This is an optimization exercise on Yosys and OpenROAD, whose aim is a short achievable clock period and few clock cycles, not a production implementation. Function was checked by simulation only, so behaviour that the tests miss may differ from the original. Power figures rest on the tool's default switching activity, not on a simulated workload.

==> inputs of wip/violet <==
Design core, start of the top module:
module core (
	input  logic              clk,
	input  logic              rst_n,
	output isa_pkg::word_t    imem_addr_o,
	input  isa_pkg::word_t    imem_data_i,
	output logic              wb_valid_o,
	output isa_pkg::reg_idx_t wb_rd_o,
	output isa_pkg::word_t    wb_data_o
);
export LEC_CHECK = 0
export CAP_MARGIN = 20
export CORE_MARGIN = 2
export CORE_UTILIZATION = 50
export PLACE_DENSITY = 0.65
export SLEW_MARGIN = 20
export SYNTH_HIERARCHICAL = 1
export SYNTH_MINIMUM_KEEP_SIZE = 0
create_clock -name core_clock -period 8.5 [get_ports {clk}]
standard.sh (not shown) runs the stock make flow with config.mk's settings and CLKGATE_MAP_FILE= SYNTH_SCRIPT=/design/flow/synth_recipe.tcl, a recipe that flattens the netlist after the stock synthesis.
==> flow/flow/run.sh <==
#!/bin/bash
# Own layout flow: the standard synthesis, unchanged, then the standard flow's
# standard layout steps with two resizer settings changed: gates may be
# swapped for stronger ones of another footprint (MATCH_CELL_FOOTPRINT=0),
# and timing repair aims for 6.5 ns of setup slack instead of 5.
# Each step's full output goes to a log here (and ORFS's own logs under orfs/).
set -euo pipefail
bash standard.sh synth > synth.log 2>&1
bash standard.sh MATCH_CELL_FOOTPRINT=0 SETUP_SLACK_MARGIN=6.5 finish > layout.log 2>&1
==> wip/nickel: changes against wip/violet <==
--- a/flow/design.v
+++ b/flow/design.v
@@ -157,37 +157,12 @@
 );
 	assign y_o = ({XLEN{sel_sum_i}} & sum_i)
 	           | ({XLEN{sel_ld_i}} & ldata_i)
 	           | {{(XLEN-1){1'b0}}, sel_slt_i & sum_i[XLEN-1]}
 	           | other_i;
 endmodule
-module sum_eq #(
-	parameter int XLEN = 32
-) (
-	input  logic [XLEN-1:0] a_i,
-	input  logic [XLEN-1:0] b_i,
-	input  logic            cin_i,
-	input  logic [XLEN-1:0] k_i,
-	output logic            eq_o
-);
-	logic [XLEN-1:0] p;
-	logic [XLEN-1:0] c;
-	assign p = a_i ^ b_i;
-	assign c = {(a_i[XLEN-2:0] & b_i[XLEN-2:0]) | (p[XLEN-2:0] & ~k_i[XLEN-2:0]), cin_i};
-	assign eq_o = &(~(p ^ k_i ^ c));
-endmodule
-module zero_sum #(
-	parameter int XLEN = 32
-) (
-	input  logic [XLEN-1:0] p_i,
-	input  logic [XLEN-1:0] t_i,
-	input  logic            cin_i,
-	output logic            zero_o
-);
-	assign zero_o = &(~(p_i ^ {t_i[XLEN-2:0], cin_i}));
-endmodule
 `default_nettype wire
 `default_nettype none
 module dmem_read #(
 	parameter int XLEN  = 32,
 	parameter int WORDS = 64
 ) (
@@ -260,47 +235,31 @@
 	logic [XLEN-1:0] f_immb;
 	logic [XLEN-1:0] f_tgt;
 	logic [NREG-1:0] f_oh1;
 	logic [NREG-1:0] f_oh2;
 	logic            e_taken;
 	logic [XLEN-1:0] e_tgt;
-	logic            d_taken;    
-	logic [XLEN-1:0] d_tgt;
 	logic            d_stall;
-	assign imem_addr_o = pc_o;
+	assign imem_addr_o = pc;
 	assign fi          = imem_data_i;
 	assign f_abr  = (fi[6:0] == 7'b1100011) && (fi[14:12] == 3'b000) && (fi[19:15] == fi[24:20]);
 	assign f_immb = {{(XLEN-13){fi[31]}}, fi[31], fi[7], fi[30:25], fi[11:8], 1'b0};
 	ks_adder f_tgt_add (.a_i(pc), .b_i(f_immb), .cin_i(1'b0), .sum_o(f_tgt));
 	assign f_oh1 = {{(NREG-1){1'b0}}, 1'b1} << fi[19:15];
 	assign f_oh2 = {{(NREG-1){1'b0}}, 1'b1} << fi[24:20];
-	logic [XLEN-1:0] pc_next;
-	logic [XLEN-1:0] pc_o;
-	always_comb begin
-		if (e_taken)
-			pc_next = e_tgt;
-		else if (d_taken)
-			pc_next = d_tgt;
-		else if (d_stall)
-			pc_next = pc;
-		else if (f_abr)
-			pc_next = f_tgt;
-		else
-			pc_next = inc4(pc);
-	end
 	always_ff @(posedge clk or negedge rst_n) begin
 		if (!rst_n)
 			pc <= 32'h0000_0000;
+		else if (e_taken)
+			pc <= e_tgt;
+		else if (d_stall)
+			pc <= pc;
+		else if (f_abr)
+			pc <= f_tgt;
 		else
-			pc <= pc_next;
-	end
-	always_ff @(posedge clk) begin
-		if (!rst_n)
-			pc_o <= 32'h0000_0000;
-		else
-			pc_o <= pc_next;
+			pc <= inc4(pc);
 	end
 	logic            d_valid;
 	logic [XLEN-1:0] d_instr;
 	logic [XLEN-1:0] d_pc;
 	logic [NREG-1:0] d_oh1;
 	logic [NREG-1:0] d_oh2;
@@ -312,13 +271,13 @@
 	logic            e_valid;
 	logic            e_wr;
 	logic [4:0]      e_rd;
 	always_ff @(posedge clk or negedge rst_n) begin
 		if (!rst_n)
 			d_valid <= 1'b0;
-		else if (e_taken || d_taken)
+		else if (e_taken)
 			d_valid <= 1'b0;
 		else if (!d_stall)
 			d_valid <= !f_abr;
 	end
 	logic            f_byp1;
 	logic            f_byp2;
@@ -424,24 +383,22 @@
 	assign d_fa  = e_valid && e_wr && (e_rd == d_rs1);
 	assign d_fb  = e_valid && e_wr && (e_rd == d_rs2) && !d_use_imm;
 	assign d_fsd = e_valid && e_wr && (e_rd == d_rs2);
 	assign d_stall = d_valid && (d_is_lw || d_is_sw) && d_fa;
 	logic [DMW-1:0]  d_woh;
 	sam_decode idx_dec (.a_i(d_rv1[7:0]), .b_i(d_imm[7:0]), .oh_o(d_woh));
+	logic [XLEN-1:0] d_tgt;
 	ks_adder d_tgt_add (.a_i(d_pc), .b_i(d_immb), .cin_i(1'b0), .sum_o(d_tgt));
 	logic [XLEN-1:0] e_a;
 	logic [XLEN-1:0] e_b;       
 	logic            e_inv;     
-	logic [XLEN-1:0] e_bx;      
 	logic [XLEN-1:0] e_sd;
 	logic            e_arith;   
 	logic            e_slt;
 	logic [5:0]      e_rop;     
-	logic            e_ld;
-	logic [DMW-1:0]  e_rsl;     
-	logic [DMW-1:0]  e_rsh;     
+	logic [DMW-1:0]  e_roh;     
 	logic [DMW-1:0]  e_woh;     
 	logic            e_cbr;
 	always_ff @(posedge clk or negedge rst_n) begin
 		if (!rst_n)
 			e_valid <= 1'b0;
 		else
@@ -455,27 +412,25 @@
 	logic [XLEN-1:0] nx_b;
 	logic [XLEN-1:0] nx_sd;
 	logic [XLEN-1:0] nx_w;
 	always_ff @(posedge clk) begin
 		e_a     <= nx_a;
 		e_b     <= nx_b;
-		e_bx    <= nx_b ^ {XLEN{d_op[1] || d_op[5]}};
 		e_sd    <= nx_sd;
 		e_inv   <= d_op[1] || d_op[5];
 		e_arith <= d_op[0] || d_op[1];
 		e_slt   <= d_op[5];
 		e_rop   <= {d_op[7:5], d_op[4:2]};
-		e_ld    <= d_is_lw;
-		e_rsl   <= d_woh;
+		e_roh   <= d_woh & {DMW{d_is_lw}};
 		e_woh   <= d_woh & {DMW{d_is_sw}};
-		e_cbr   <= d_is_cbr && !d_br_res;
+		e_cbr   <= d_is_cbr;
 		e_wr    <= d_wr;
 		e_rd    <= d_rd;
 		e_tgt   <= d_tgt;
 	end
-	ks_adder add_inst (.a_i(e_a), .b_i(e_bx), .cin_i(e_inv), .sum_o(e_sum));
+	ks_adder add_inst (.a_i(e_a), .b_i(e_b ^ {XLEN{e_inv}}), .cin_i(e_inv), .sum_o(e_sum));
 	alu_rest rest_inst (
 		.a_i     (e_a),
 		.b_i     (e_b),
 		.op_and_i(e_rop[0]),
 		.op_or_i (e_rop[1]),
 		.op_xor_i(e_rop[2]),
@@ -483,79 +438,63 @@
 		.op_sll_i(e_rop[4]),
 		.op_srl_i(e_rop[5]),
 		.rest_o  (e_rest)
 	);
 	assign e_slt_same = e_slt && (e_a[XLEN-1] == e_b[XLEN-1]);
 	logic [XLEN-1:0]     dmem [DMW];
-	always_ff @(posedge clk or negedge rst_n) begin
-		if (!rst_n)
-			e_rsh <= '0;
-		else
-			e_rsh <= d_woh;
-	end
-	logic [DMW*XLEN/2-1:0] dmem_lo;
-	logic [DMW*XLEN/2-1:0] dmem_hi;
+	logic [DMW*XLEN-1:0] dmem_flat;
 	always_comb begin
-		for (int k = 0; k < DMW; k++) begin
-			dmem_lo[k*XLEN/2 +: XLEN/2] = dmem[k][XLEN/2-1:0];
-			dmem_hi[k*XLEN/2 +: XLEN/2] = dmem[k][XLEN-1:XLEN/2];
-		end
+		for (int k = 0; k < DMW; k++)
+			dmem_flat[k*XLEN +: XLEN] = dmem[k];
 	end
-	dmem_read #(.XLEN(XLEN/2)) dmem_rd_lo (.oh_i(e_rsl), .mem_i(dmem_lo),
-		.data_o(e_ldata[XLEN/2-1:0]));
-	dmem_read #(.XLEN(XLEN/2)) dmem_rd_hi (.oh_i(e_rsh), .mem_i(dmem_hi),
-		.data_o(e_ldata[XLEN-1:XLEN/2]));
+	dmem_read dmem_rd (.oh_i(e_roh), .mem_i(dmem_flat), .data_o(e_ldata));
 	always_ff @(posedge clk or negedge rst_n) begin
 		if (!rst_n) begin
 			for (int i = 0; i < DMW; i++)
 				dmem[i] <= '0;
 		end else if (e_valid) begin
 			for (int i = 0; i < DMW; i++)
 				if (e_woh[i])
 					dmem[i] <= e_sd;
 		end
 	end
 	fwd_merge mg_a (.sum_i(e_sum), .ldata_i(e_ldata),
 		.other_i  (d_fa ? e_rest : d_rv1),
-		.sel_sum_i(d_fa && e_arith), .sel_slt_i(d_fa && e_slt_same), .sel_ld_i(d_fa && e_ld),
+		.sel_sum_i(d_fa && e_arith), .sel_slt_i(d_fa && e_slt_same), .sel_ld_i(d_fa),
 		.y_o      (nx_a));
 	fwd_merge mg_b (.sum_i(e_sum), .ldata_i(e_ldata),
 		.other_i  (d_fb ? e_rest : (d_use_imm ? d_imm : d_rv2)),
-		.sel_sum_i(d_fb && e_arith), .sel_slt_i(d_fb && e_slt_same), .sel_ld_i(d_fb && e_ld),
+		.sel_sum_i(d_fb && e_arith), .sel_slt_i(d_fb && e_slt_same), .sel_ld_i(d_fb),
 		.y_o      (nx_b));
 	fwd_merge mg_sd (.sum_i(e_sum), .ldata_i(e_ldata),
 		.other_i  (d_fsd ? e_rest : d_rv2),
-		.sel_sum_i(d_fsd && e_arith), .sel_slt_i(d_fsd && e_slt_same), .sel_ld_i(d_fsd && e_ld),
+		.sel_sum_i(d_fsd && e_arith), .sel_slt_i(d_fsd && e_slt_same), .sel_ld_i(d_fsd),
 		.y_o      (nx_sd));
 	fwd_merge mg_w (.sum_i(e_sum), .ldata_i(e_ldata),
 		.other_i  (e_rest),
-		.sel_sum_i(e_arith), .sel_slt_i(e_slt_same), .sel_ld_i(e_ld),
+		.sel_sum_i(e_arith), .sel_slt_i(e_slt_same), .sel_ld_i(1'b1),
 		.y_o      (nx_w));
 	assign e_taken = e_valid && e_cbr && (e_a == e_b);
-	logic d_br_res;
-	logic e_sum_zero;
-	zero_sum eq_zero (.p_i(e_a ^ e_bx), .t_i(e_a | e_bx), .cin_i(e_inv), .zero_o(e_sum_zero));
-	assign d_br_res = e_arith && ((d_fa && d_rs2 == 5'd0) || (d_fsd && d_rs1 == 5'd0));
-	assign d_taken  = d_valid && d_is_cbr && d_br_res && e_sum_zero && !e_taken;
 	logic            o_valid;
 	logic [4:0]      o_rd;
 	logic [XLEN-1:0] o_data;
 	always_ff @(posedge clk or negedge rst_n) begin
 		if (!rst_n) begin
 			w_we    <= '0;
-			w_data  <= '0;
 			o_valid <= 1'b0;
+			o_rd    <= '0;
+			o_data  <= '0;
 		end else begin
 			w_we    <= ({{(NREG-1){1'b0}}, 1'b1} << e_rd) & {NREG{e_valid && e_wr}};
-			w_data  <= nx_w;
 			o_valid <= e_valid && e_wr;
+			o_rd    <= e_rd;
+			o_data  <= nx_w;
 		end
 	end
 	always_ff @(posedge clk) begin
-		o_rd   <= e_rd;
-		o_data <= nx_w;
+		w_data <= nx_w;
 	end
 	assign wb_valid_o = o_valid;
 	assign wb_rd_o    = o_rd;
 	assign wb_data_o  = o_data;
 endmodule
 `default_nettype wire
==> flow/run.sh (new file) <==
#!/bin/bash
# synth_recipe.tcl (not shown) runs the flow's synth.tcl, then flattens the netlist and writes it again
# the make line also repeats each setting of config.mk as NAME=value (left out here)
make -C /OpenROAD-flow-scripts/flow DESIGN_CONFIG=/design/flow/config.mk WORK_HOME=/design/flow/orfs CLKGATE_MAP_FILE= SYNTH_SCRIPT=/design/flow/synth_recipe.tcl finish
CORE_UTILIZATION = 35   (was 50)
PLACE_DENSITY = 0.55   (was 0.65)
SETUP_SLACK_MARGIN = 5   (was default)
removed: flow/flow/run.sh
removed: flow/standard.sh
==> wip/fjord: changes against wip/violet <==
--- a/flow/design.v
+++ b/flow/design.v
@@ -157,37 +157,12 @@
 );
 	assign y_o = ({XLEN{sel_sum_i}} & sum_i)
 	           | ({XLEN{sel_ld_i}} & ldata_i)
 	           | {{(XLEN-1){1'b0}}, sel_slt_i & sum_i[XLEN-1]}
 	           | other_i;
 endmodule
-module sum_eq #(
-	parameter int XLEN = 32
-) (
-	input  logic [XLEN-1:0] a_i,
-	input  logic [XLEN-1:0] b_i,
-	input  logic            cin_i,
-	input  logic [XLEN-1:0] k_i,
-	output logic            eq_o
-);
-	logic [XLEN-1:0] p;
-	logic [XLEN-1:0] c;
-	assign p = a_i ^ b_i;
-	assign c = {(a_i[XLEN-2:0] & b_i[XLEN-2:0]) | (p[XLEN-2:0] & ~k_i[XLEN-2:0]), cin_i};
-	assign eq_o = &(~(p ^ k_i ^ c));
-endmodule
-module zero_sum #(
-	parameter int XLEN = 32
-) (
-	input  logic [XLEN-1:0] p_i,
-	input  logic [XLEN-1:0] t_i,
-	input  logic            cin_i,
-	output logic            zero_o
-);
-	assign zero_o = &(~(p_i ^ {t_i[XLEN-2:0], cin_i}));
-endmodule
 `default_nettype wire
 `default_nettype none
 module dmem_read #(
 	parameter int XLEN  = 32,
 	parameter int WORDS = 64
 ) (
@@ -260,14 +235,12 @@
 	logic [XLEN-1:0] f_immb;
 	logic [XLEN-1:0] f_tgt;
 	logic [NREG-1:0] f_oh1;
 	logic [NREG-1:0] f_oh2;
 	logic            e_taken;
 	logic [XLEN-1:0] e_tgt;
-	logic            d_taken;    
-	logic [XLEN-1:0] d_tgt;
 	logic            d_stall;
 	assign imem_addr_o = pc_o;
 	assign fi          = imem_data_i;
 	assign f_abr  = (fi[6:0] == 7'b1100011) && (fi[14:12] == 3'b000) && (fi[19:15] == fi[24:20]);
 	assign f_immb = {{(XLEN-13){fi[31]}}, fi[31], fi[7], fi[30:25], fi[11:8], 1'b0};
 	ks_adder f_tgt_add (.a_i(pc), .b_i(f_immb), .cin_i(1'b0), .sum_o(f_tgt));
@@ -275,14 +248,12 @@
 	assign f_oh2 = {{(NREG-1){1'b0}}, 1'b1} << fi[24:20];
 	logic [XLEN-1:0] pc_next;
 	logic [XLEN-1:0] pc_o;
 	always_comb begin
 		if (e_taken)
 			pc_next = e_tgt;
-		else if (d_taken)
-			pc_next = d_tgt;
 		else if (d_stall)
 			pc_next = pc;
 		else if (f_abr)
 			pc_next = f_tgt;
 		else
 			pc_next = inc4(pc);
@@ -312,13 +283,13 @@
 	logic            e_valid;
 	logic            e_wr;
 	logic [4:0]      e_rd;
 	always_ff @(posedge clk or negedge rst_n) begin
 		if (!rst_n)
 			d_valid <= 1'b0;
-		else if (e_taken || d_taken)
+		else if (e_taken)
 			d_valid <= 1'b0;
 		else if (!d_stall)
 			d_valid <= !f_abr;
 	end
 	logic            f_byp1;
 	logic            f_byp2;
@@ -424,12 +395,13 @@
 	assign d_fa  = e_valid && e_wr && (e_rd == d_rs1);
 	assign d_fb  = e_valid && e_wr && (e_rd == d_rs2) && !d_use_imm;
 	assign d_fsd = e_valid && e_wr && (e_rd == d_rs2);
 	assign d_stall = d_valid && (d_is_lw || d_is_sw) && d_fa;
 	logic [DMW-1:0]  d_woh;
 	sam_decode idx_dec (.a_i(d_rv1[7:0]), .b_i(d_imm[7:0]), .oh_o(d_woh));
+	logic [XLEN-1:0] d_tgt;
 	ks_adder d_tgt_add (.a_i(d_pc), .b_i(d_immb), .cin_i(1'b0), .sum_o(d_tgt));
 	logic [XLEN-1:0] e_a;
 	logic [XLEN-1:0] e_b;       
 	logic            e_inv;     
 	logic [XLEN-1:0] e_bx;      
 	logic [XLEN-1:0] e_sd;
@@ -464,13 +436,13 @@
 		e_arith <= d_op[0] || d_op[1];
 		e_slt   <= d_op[5];
 		e_rop   <= {d_op[7:5], d_op[4:2]};
 		e_ld    <= d_is_lw;
 		e_rsl   <= d_woh;
 		e_woh   <= d_woh & {DMW{d_is_sw}};
-		e_cbr   <= d_is_cbr && !d_br_res;
+		e_cbr   <= d_is_cbr;
 		e_wr    <= d_wr;
 		e_rd    <= d_rd;
 		e_tgt   <= d_tgt;
 	end
 	ks_adder add_inst (.a_i(e_a), .b_i(e_bx), .cin_i(e_inv), .sum_o(e_sum));
 	alu_rest rest_inst (
@@ -528,17 +500,12 @@
 		.y_o      (nx_sd));
 	fwd_merge mg_w (.sum_i(e_sum), .ldata_i(e_ldata),
 		.other_i  (e_rest),
 		.sel_sum_i(e_arith), .sel_slt_i(e_slt_same), .sel_ld_i(e_ld),
 		.y_o      (nx_w));
 	assign e_taken = e_valid && e_cbr && (e_a == e_b);
-	logic d_br_res;
-	logic e_sum_zero;
-	zero_sum eq_zero (.p_i(e_a ^ e_bx), .t_i(e_a | e_bx), .cin_i(e_inv), .zero_o(e_sum_zero));
-	assign d_br_res = e_arith && ((d_fa && d_rs2 == 5'd0) || (d_fsd && d_rs1 == 5'd0));
-	assign d_taken  = d_valid && d_is_cbr && d_br_res && e_sum_zero && !e_taken;
 	logic            o_valid;
 	logic [4:0]      o_rd;
 	logic [XLEN-1:0] o_data;
 	always_ff @(posedge clk or negedge rst_n) begin
 		if (!rst_n) begin
 			w_we    <= '0;
==> results.txt <==
metric	wip/nickel	wip/fjord	wip/violet
Total number of nets in the final design	13400	14200	14400
Slew @ Worst Pin	1.20 ns	1.23 ns	1.18 ns
Inverters	283	305	392
Met2 WL	282000 um	279000 um	282000 um
Final worst slack	4.95 ns	5.05 ns	4.98 ns
Post-CTS Repair Setup Buffers	64	506	513
Count of multi-input gates	8285	8204	8347
Int Power	27600 uW	29100 uW	29000 uW
Met3 Track Usage GR	0.0571	0.0968	0.0873
Worst Path Required	9.45 ns	9.35 ns	9.31 ns
Achievable frequency	0.281 GHz	0.290 GHz	0.284 GHz
GR met1 Demand/Resource	0.321	0.489	0.489
Total placed cells including tap cells	19000	17200	17400
Number of clock buffer instances in the layout	609	592	580
Count of plain and timing-repair buffers in the layout	564	1257	1247
HPWL after detailed placement	379000 um	376000 um	390000 um
Gr usage total	0.250	0.356	0.355
Number of antenna repair diodes	30	22	15
Maximum number of pins on one net before global-route repair	181	152	172
Crit path to	e_woh[10]	pc_o[29]	pc_o[7]
Lkg Pwr	0.0890 uW	0.0983 uW	0.0984 uW
Clock network area share	0.0676	0.0634	0.0633
Terminating pin of the worst hold path	pc[4]	pc[29]	pc[2]
Sequential cell area	88300 um^2	91500 um^2	91600 um^2
Initial Utilization	0.351	0.501	0.501
# Taps	6400	4557	4578
Result of the run	timing/DRC/antenna clean	timing/DRC/antenna clean	timing/DRC/antenna clean
Testbench counts of wip/violet, summed over its fixed seeds: cycles 62,734.
Testbench counts of wip/nickel, summed over its fixed seeds: cycles 63,552.
Testbench counts of wip/fjord, summed over its fixed seeds: cycles 63,552.

port drivers added, routing unchanged:
How much do the figures lean on ideal ports? The routed layouts below were timed once more, with nothing changed but the port constraints.
Step 1: set_driving_cell puts a clkbuf_16 on clk and a buf_2 on each other input, an assumption about the parent block.
Step 2 times the ports against the registers' clock, not the clock port: input delays grow and output delays shrink by t, the midpoint of the rising clock arrivals with the driver on.
Slacks: no drivers / after step 1 / after step 2; pairs: no drivers / after step 1.
run | t, ns | setup slack, ns | worst hold slack (ns) | worst setup path after step 2 | pins driven straight from the clock port
wip/violet | 1.078 | 4.984 / 4.958 / 3.880 | 0.449 / 0.449 / 0.449 | input to register | 1
wip/nickel | 1.119 | 4.947 / 4.921 / 3.944 | 0.437 / 0.437 / 0.437 | input to register | 1
wip/fjord | 1.070 | 5.049 / 4.939 / 3.869 | 0.459 / 0.459 / 0.459 | input to register | 1
After both steps setup and hold are still met in every run listed. The setup slack of wip/fjord, which loses most, moves by -0.110 ns with the drivers and by -1.180 ns with both steps.
